Context: an optimization exercise on an open-source flow, tuned for small area. The choices shown serve that exercise and are no tape-out recipe.
Function was checked by simulation only, so behaviour that the tests miss may differ from the original.

the baseline:
==> flow/design.v <==
module decode_stage #(
   parameter int NREG = 32,
   parameter int XLEN = 32
) (
   input  logic            clk,
   input  logic            rst_n,
   input  logic            if_valid,
   input  logic [31:0]     if_instr,
   output logic            if_ready,
   input  logic            wb_en,
   input  logic [4:0]      wb_addr,
   input  logic [XLEN-1:0] wb_data,
   output logic            ex_valid,
   input  logic            ex_ready,
   output logic [5:0]      ex_opcode,
   output logic [5:0]      ex_func,
   output logic [XLEN-1:0] ex_opr1,
   output logic [XLEN-1:0] ex_opr2,
   output logic [4:0]      ex_rd,
   output logic            ex_illegal
);
   logic [5:0]  opcode;
   logic [4:0]  rs, rt, rd_f;
   logic [5:0]  func_f;
   logic [15:0] imm;
   assign opcode = if_instr[31:26];
   assign rs     = if_instr[25:21];
   assign rt     = if_instr[20:16];
   assign rd_f   = if_instr[15:11];
   assign imm    = if_instr[15:0];
   assign func_f = if_instr[5:0];
   logic [XLEN-1:0] regs_q [1:NREG-1];
   logic [XLEN-1:0] regs_d [1:NREG-1];
   logic            clr_q;
   logic [NREG-1:0] pend_q, pend_d;
   logic            ex_valid_q;
   logic [5:0]      ex_opcode_q;
   logic [5:0]      ex_func_q;
   logic [XLEN-1:0] ex_opr1_q, ex_opr1_d;
   logic [XLEN-1:0] ex_opr2_q, ex_opr2_d;
   logic [4:0]      ex_rd_q;
   logic            is_r, legal, is_i, is_sx;
   logic [4:0]      dest;
   logic [NREG-1:0] we, hold_rf, rs_oh, rt_oh, dest_oh, sel1, sel2;
   logic            busy_rs, busy_rt, busy_rd, hazard;
   logic            byp1, byp2, imm_sel, sx_sel, hold;
   logic            out_free, dispatch;
   assign we[0]      = 1'b0;
   assign dest_oh[0] = 1'b0;
   assign rs_oh[0]   = (rs == 5'd0);
   assign rt_oh[0]   = (rt == 5'd0);
   for (genvar gi = 1; gi < NREG; gi++) begin : g_dec
      assign we[gi]      = wb_en && (wb_addr == gi);
      assign rs_oh[gi]   = (rs == gi);
      assign rt_oh[gi]   = (rt == gi);
      assign dest_oh[gi] = (dest == gi);
   end
   assign hold_rf = ~we & {NREG{~clr_q}};
   always_comb begin
      is_r  = (opcode == 6'd0);
      legal = (opcode <= 6'd4);
      is_i  = legal && !is_r;
      is_sx = is_i && (opcode != 6'd4);
      dest  = is_r ? rd_f : (legal ? rt : 5'd0);
      busy_rs = pend_q[rs]   && !clr_q && !(wb_en && (wb_addr == rs));
      busy_rt = pend_q[rt]   && !clr_q && !(wb_en && (wb_addr == rt));
      busy_rd = pend_q[rd_f] && !clr_q && !(wb_en && (wb_addr == rd_f));
      hazard  = (legal && (busy_rs || busy_rt)) || (is_r && busy_rd);
      out_free = !ex_valid_q || ex_ready;
      if_ready = out_free && !hazard;
      dispatch = if_valid && if_ready;
      hold    = !out_free;
      byp1    = out_free && legal && |(we & rs_oh);
      byp2    = out_free && is_r  && |(we & rt_oh);
      imm_sel = out_free && is_i;
      sx_sel  = out_free && is_sx;
      sel1    = (out_free && legal ? rs_oh : '0) & hold_rf;
      sel2    = (out_free && is_r  ? rt_oh : '0) & hold_rf;
   end
   for (genvar b = 0; b < XLEN; b++) begin : g_rd
      logic [32:0] s1, d1, s2, d2;
      for (genvar gi = 1; gi < NREG; gi++) begin : g_e
         assign s1[gi-1] = sel1[gi];
         assign d1[gi-1] = regs_q[gi][b];
         assign s2[gi-1] = sel2[gi];
         assign d2[gi-1] = regs_q[gi][b];
      end
      assign s1[31] = byp1;  assign d1[31] = wb_data[b];
      assign s1[32] = hold;  assign d1[32] = ex_opr1_q[b];
      assign s2[31] = byp2;  assign d2[31] = wb_data[b];
      assign s2[32] = hold;  assign d2[32] = ex_opr2_q[b];
      ds_aor33 u_rd1 (.s(s1), .d(d1), .x(1'b0), .y(ex_opr1_d[b]));
      logic x2;
      if (b < 16) begin : g_lo
         assign x2 = imm_sel && imm[b];
      end else begin : g_hi
         assign x2 = sx_sel && imm[15];
      end
      ds_aor33 u_rd2 (.s(s2), .d(d2), .x(x2), .y(ex_opr2_d[b]));
   end
   always_comb begin
      pend_d    = (pend_q & hold_rf) | (dispatch ? dest_oh : '0);
      pend_d[0] = 1'b0;
   end
   for (genvar gi = 1; gi < NREG; gi++) begin : g_rf
      for (genvar b = 0; b < XLEN; b++) begin : g_b
         ds_ao22 u_w (.a0(we[gi]), .b0(wb_data[b]), .a1(hold_rf[gi]), .b1(regs_q[gi][b]),
                      .y(regs_d[gi][b]));
      end
      always_ff @(posedge clk)
         regs_q[gi] <= regs_d[gi];
   end
   always_ff @(posedge clk)
      pend_q <= pend_d;
   always_ff @(posedge clk or negedge rst_n) begin
      if (!rst_n)
         clr_q <= 1'b1;
      else
         clr_q <= 1'b0;
   end
   always_ff @(posedge clk or negedge rst_n) begin
      if (!rst_n)
         ex_valid_q <= 1'b0;
      else if (out_free)
         ex_valid_q <= dispatch;
   end
   always_ff @(posedge clk) begin
      ex_opr1_q <= ex_opr1_d;
      ex_opr2_q <= ex_opr2_d;
   end
   always_ff @(posedge clk) begin
      if (out_free) begin
         ex_opcode_q <= opcode;
         ex_func_q   <= is_r ? func_f : 6'd0;
         ex_rd_q     <= dest;
      end
   end
   assign ex_valid   = ex_valid_q;
   assign ex_opcode  = ex_opcode_q;
   assign ex_func    = ex_func_q;
   assign ex_opr1    = ex_opr1_q;
   assign ex_opr2    = ex_opr2_q;
   assign ex_rd      = ex_rd_q;
   assign ex_illegal = (ex_opcode_q > 6'd4);
endmodule
module ds_aor33 (
   input  logic [32:0] s,
   input  logic [32:0] d,
   input  logic        x,
   output logic        y
);
   logic [10:0] n;
   logic [3:0]  t;
   for (genvar k = 0; k < 11; k++) begin : g_k
      ds_aoi222 u_a (.a0(s[3*k]), .b0(d[3*k]), .a1(s[3*k+1]), .b1(d[3*k+1]),
                     .a2(s[3*k+2]), .b2(d[3*k+2]), .y(n[k]));
   end
   ds_nand4 u_n0 (.a(n[0]), .b(n[1]), .c(n[2]),  .d(n[3]), .y(t[0]));
   ds_nand4 u_n1 (.a(n[4]), .b(n[5]), .c(n[6]),  .d(n[7]), .y(t[1]));
   ds_nand3 u_n2 (.a(n[8]), .b(n[9]), .c(n[10]),           .y(t[2]));
   assign t[3] = x;
   ds_or4 u_o (.a(t[0]), .b(t[1]), .c(t[2]), .d(t[3]), .y(y));
endmodule
module ds_aoi222 (
   input  logic a0, b0, a1, b1, a2, b2,
   output logic y
);
   assign y = ~((a0 & b0) | (a1 & b1) | (a2 & b2));
endmodule
module ds_ao22 (
   input  logic a0, b0, a1, b1,
   output logic y
);
   assign y = (a0 & b0) | (a1 & b1);
endmodule
module ds_nand4 (
   input  logic a, b, c, d,
   output logic y
);
   assign y = ~(a & b & c & d);
endmodule
module ds_nand3 (
   input  logic a, b, c,
   output logic y
);
   assign y = ~(a & b & c);
endmodule
module ds_or4 (
   input  logic a, b, c, d,
   output logic y
);
   assign y = a | b | c | d;
endmodule
clock: 5.0 ns
lec_check: 0
cap_margin: 20
core_margin: 2
core_utilization: 50
cts_cluster_diameter: 60
cts_cluster_size: 30
slew_margin: 20
synth_hierarchical: 1
synth_minimum_keep_size: 0
run.sh (not shown) runs the stock make flow with config.mk's settings and CLKGATE_MAP_FILE= SYNTH_SCRIPT=/design/flow/synth_recipe.tcl, a recipe that flattens the netlist after the stock synthesis.
Looking at the reports, the baseline completed the entire flow and the layout it produced met the timing, design-rule and antenna checks.
The following lists how the candidate was set up differently from the baseline:
==> flow/design.v, changed modules only <==
module decode_stage #(
   parameter int NREG = 32,
   parameter int XLEN = 32
) (
   input  logic            clk,
   input  logic            rst_n,
   input  logic            if_valid,
   input  logic [31:0]     if_instr,
   output logic            if_ready,
   input  logic            wb_en,
   input  logic [4:0]      wb_addr,
   input  logic [XLEN-1:0] wb_data,
   output logic            ex_valid,
   input  logic            ex_ready,
   output logic [5:0]      ex_opcode,
   output logic [5:0]      ex_func,
   output logic [XLEN-1:0] ex_opr1,
   output logic [XLEN-1:0] ex_opr2,
   output logic [4:0]      ex_rd,
   output logic            ex_illegal
);
   logic [5:0]  opcode;
   logic [4:0]  rs, rt, rd_f;
   logic [5:0]  func_f;
   logic [15:0] imm;
   assign opcode = if_instr[31:26];
   assign rs     = if_instr[25:21];
   assign rt     = if_instr[20:16];
   assign rd_f   = if_instr[15:11];
   assign imm    = if_instr[15:0];
   assign func_f = if_instr[5:0];
   logic [XLEN-1:0] regs_q [1:NREG-1];
   logic [XLEN-1:0] regs_d [1:NREG-1];
   logic [NREG-1:0] vld_q;
   logic [NREG-1:0] pend_q, pend_d;
   logic            ex_valid_q;
   logic [5:0]      ex_opcode_q;
   logic [5:0]      ex_func_q;
   logic [XLEN-1:0] ex_opr1_q, ex_opr1_d;
   logic [XLEN-1:0] ex_opr2_q, ex_opr2_d;
   logic [4:0]      ex_rd_q;
   logic            is_r, legal, is_i, is_sx;
   logic [4:0]      dest;
   logic [NREG-1:0] we, nwe, rs_oh, rt_oh, dest_oh, sel1, sel2;
   logic            busy_rs, busy_rt, busy_rd, hazard;
   logic            byp1, byp2, imm_sel, sx_sel, hold;
   logic            out_free, dispatch;
   assign we[0]      = 1'b0;
   assign dest_oh[0] = 1'b0;
   assign rs_oh[0]   = (rs == 5'd0);
   assign rt_oh[0]   = (rt == 5'd0);
   for (genvar gi = 1; gi < NREG; gi++) begin : g_dec
      assign we[gi]      = wb_en && (wb_addr == gi);
      assign rs_oh[gi]   = (rs == gi);
      assign rt_oh[gi]   = (rt == gi);
      assign dest_oh[gi] = (dest == gi);
   end
   assign nwe = ~we;
   always_comb begin
      is_r  = (opcode == 6'd0);
      legal = (opcode <= 6'd4);
      is_i  = legal && !is_r;
      is_sx = is_i && (opcode != 6'd4);
      dest  = is_r ? rd_f : (legal ? rt : 5'd0);
      busy_rs = pend_q[rs]   && !(wb_en && (wb_addr == rs));
      busy_rt = pend_q[rt]   && !(wb_en && (wb_addr == rt));
      busy_rd = pend_q[rd_f] && !(wb_en && (wb_addr == rd_f));
      hazard  = (legal && (busy_rs || busy_rt)) || (is_r && busy_rd);
      out_free = !ex_valid_q || ex_ready;
      if_ready = out_free && !hazard;
      dispatch = if_valid && if_ready;
      hold    = !out_free;
      byp1    = out_free && legal && |(we & rs_oh);
      byp2    = out_free && is_r  && |(we & rt_oh);
      imm_sel = out_free && is_i;
      sx_sel  = out_free && is_sx;
      sel1    = (out_free && legal ? rs_oh : '0) & vld_q & nwe;
      sel2    = (out_free && is_r  ? rt_oh : '0) & vld_q & nwe;
   end
   for (genvar b = 0; b < XLEN; b++) begin : g_rd
      logic [32:0] s1, d1, s2, d2;
      for (genvar gi = 1; gi < NREG; gi++) begin : g_e
         assign s1[gi-1] = sel1[gi];
         assign d1[gi-1] = regs_q[gi][b];
         assign s2[gi-1] = sel2[gi];
         assign d2[gi-1] = regs_q[gi][b];
      end
      assign s1[31] = byp1;  assign d1[31] = wb_data[b];
      assign s1[32] = hold;  assign d1[32] = ex_opr1_q[b];
      assign s2[31] = byp2;  assign d2[31] = wb_data[b];
      assign s2[32] = hold;  assign d2[32] = ex_opr2_q[b];
      ds_aor33 u_rd1 (.s(s1), .d(d1), .x(1'b0), .y(ex_opr1_d[b]));
      logic x2;
      if (b < 16) begin : g_lo
         assign x2 = imm_sel && imm[b];
      end else begin : g_hi
         assign x2 = sx_sel && imm[15];
      end
      ds_aor33 u_rd2 (.s(s2), .d(d2), .x(x2), .y(ex_opr2_d[b]));
   end
   always_comb begin
      pend_d    = (pend_q & ~we) | (dispatch ? dest_oh : '0);
      pend_d[0] = 1'b0;
   end
   for (genvar gi = 1; gi < NREG; gi++) begin : g_rf
      for (genvar b = 0; b < XLEN; b++) begin : g_b
         ds_ao22 u_w (.a0(we[gi]), .b0(wb_data[b]), .a1(nwe[gi]), .b1(regs_q[gi][b]),
                      .y(regs_d[gi][b]));
      end
      always_ff @(posedge clk)
         regs_q[gi] <= regs_d[gi];
   end
   always_ff @(posedge clk or negedge rst_n) begin
      if (!rst_n) begin
         vld_q  <= '0;
         pend_q <= '0;
      end else begin
         vld_q  <= vld_q | we;
         pend_q <= pend_d;
      end
   end
   always_ff @(posedge clk or negedge rst_n) begin
      if (!rst_n)
         ex_valid_q <= 1'b0;
      else if (out_free)
         ex_valid_q <= dispatch;
   end
   always_ff @(posedge clk) begin
      ex_opr1_q <= ex_opr1_d;
      ex_opr2_q <= ex_opr2_d;
   end
   always_ff @(posedge clk) begin
      if (out_free) begin
         ex_opcode_q <= opcode;
         ex_func_q   <= is_r ? func_f : 6'd0;
         ex_rd_q     <= dest;
      end
   end
   assign ex_valid   = ex_valid_q;
   assign ex_opcode  = ex_opcode_q;
   assign ex_func    = ex_func_q;
   assign ex_opr1    = ex_opr1_q;
   assign ex_opr2    = ex_opr2_q;
   assign ex_rd      = ex_rd_q;
   assign ex_illegal = (ex_opcode_q > 6'd4);
endmodule
Findings:
- Diff the baseline and the candidate: total buffers and inverters traversed by the critical path lower in the candidate
- Total track usage essentially unchanged between the baseline and the candidate.
- Compared with the baseline, the candidate has less setup slack.
- Compared with the baseline, in the candidate longest individual stage delay on the worst path now sits higher; share of final layout cell area taken by non-clock buffers closely matched the old numbers; count of clock-buffer cells in the layout now sits higher.
- The candidate vs the baseline — flip-flop and latch count rose 30.
- The candidate has layout inverter count without the clock tree above what the baseline had.
- Of the candidate and the baseline, it is the candidate that has the higher global-route wire length before repair.
- The candidate against the baseline: synthesized cell count went up 2.2%; post-route clock period utilization went up 1.9 points.
- The candidate ended up with if_instr[21] as its launching instance or port of the critical path; the baseline ended up with if_instr[11].

[static timing again, ports no longer ideal]
Ports are ideal in the flow. The routed layouts listed here were re-timed in OpenROAD.
Step 1 sets driving cells, clkbuf_16 on the clock port and buf_2 on the other inputs (assumed; they add their load-dependent delay and slew).
Step 2 times the ports against the registers' clock, not the clock port: input delays grow and output delays shrink by t, the midpoint of the rising clock arrivals with the driver on.
Slacks: ideal ports / drivers / drivers and shift; pairs: ideal ports / drivers.
run	t, ns	slack for setup (ns)	worst setup path after step 2	worst slew at a driven data input, ns	pins driven straight from the clock port
the baseline	0.756	0.236 / 0.211 / -0.110	input to register	0.11	1
the candidate	0.773	0.140 / 0.116 / 0.051	input to register	0.08	1
Met with ideal ports but missed after step 2: setup timing in the baseline. The setup slack of the baseline, which loses most, moves by -0.025 ns with the drivers and by -0.346 ns with both steps.
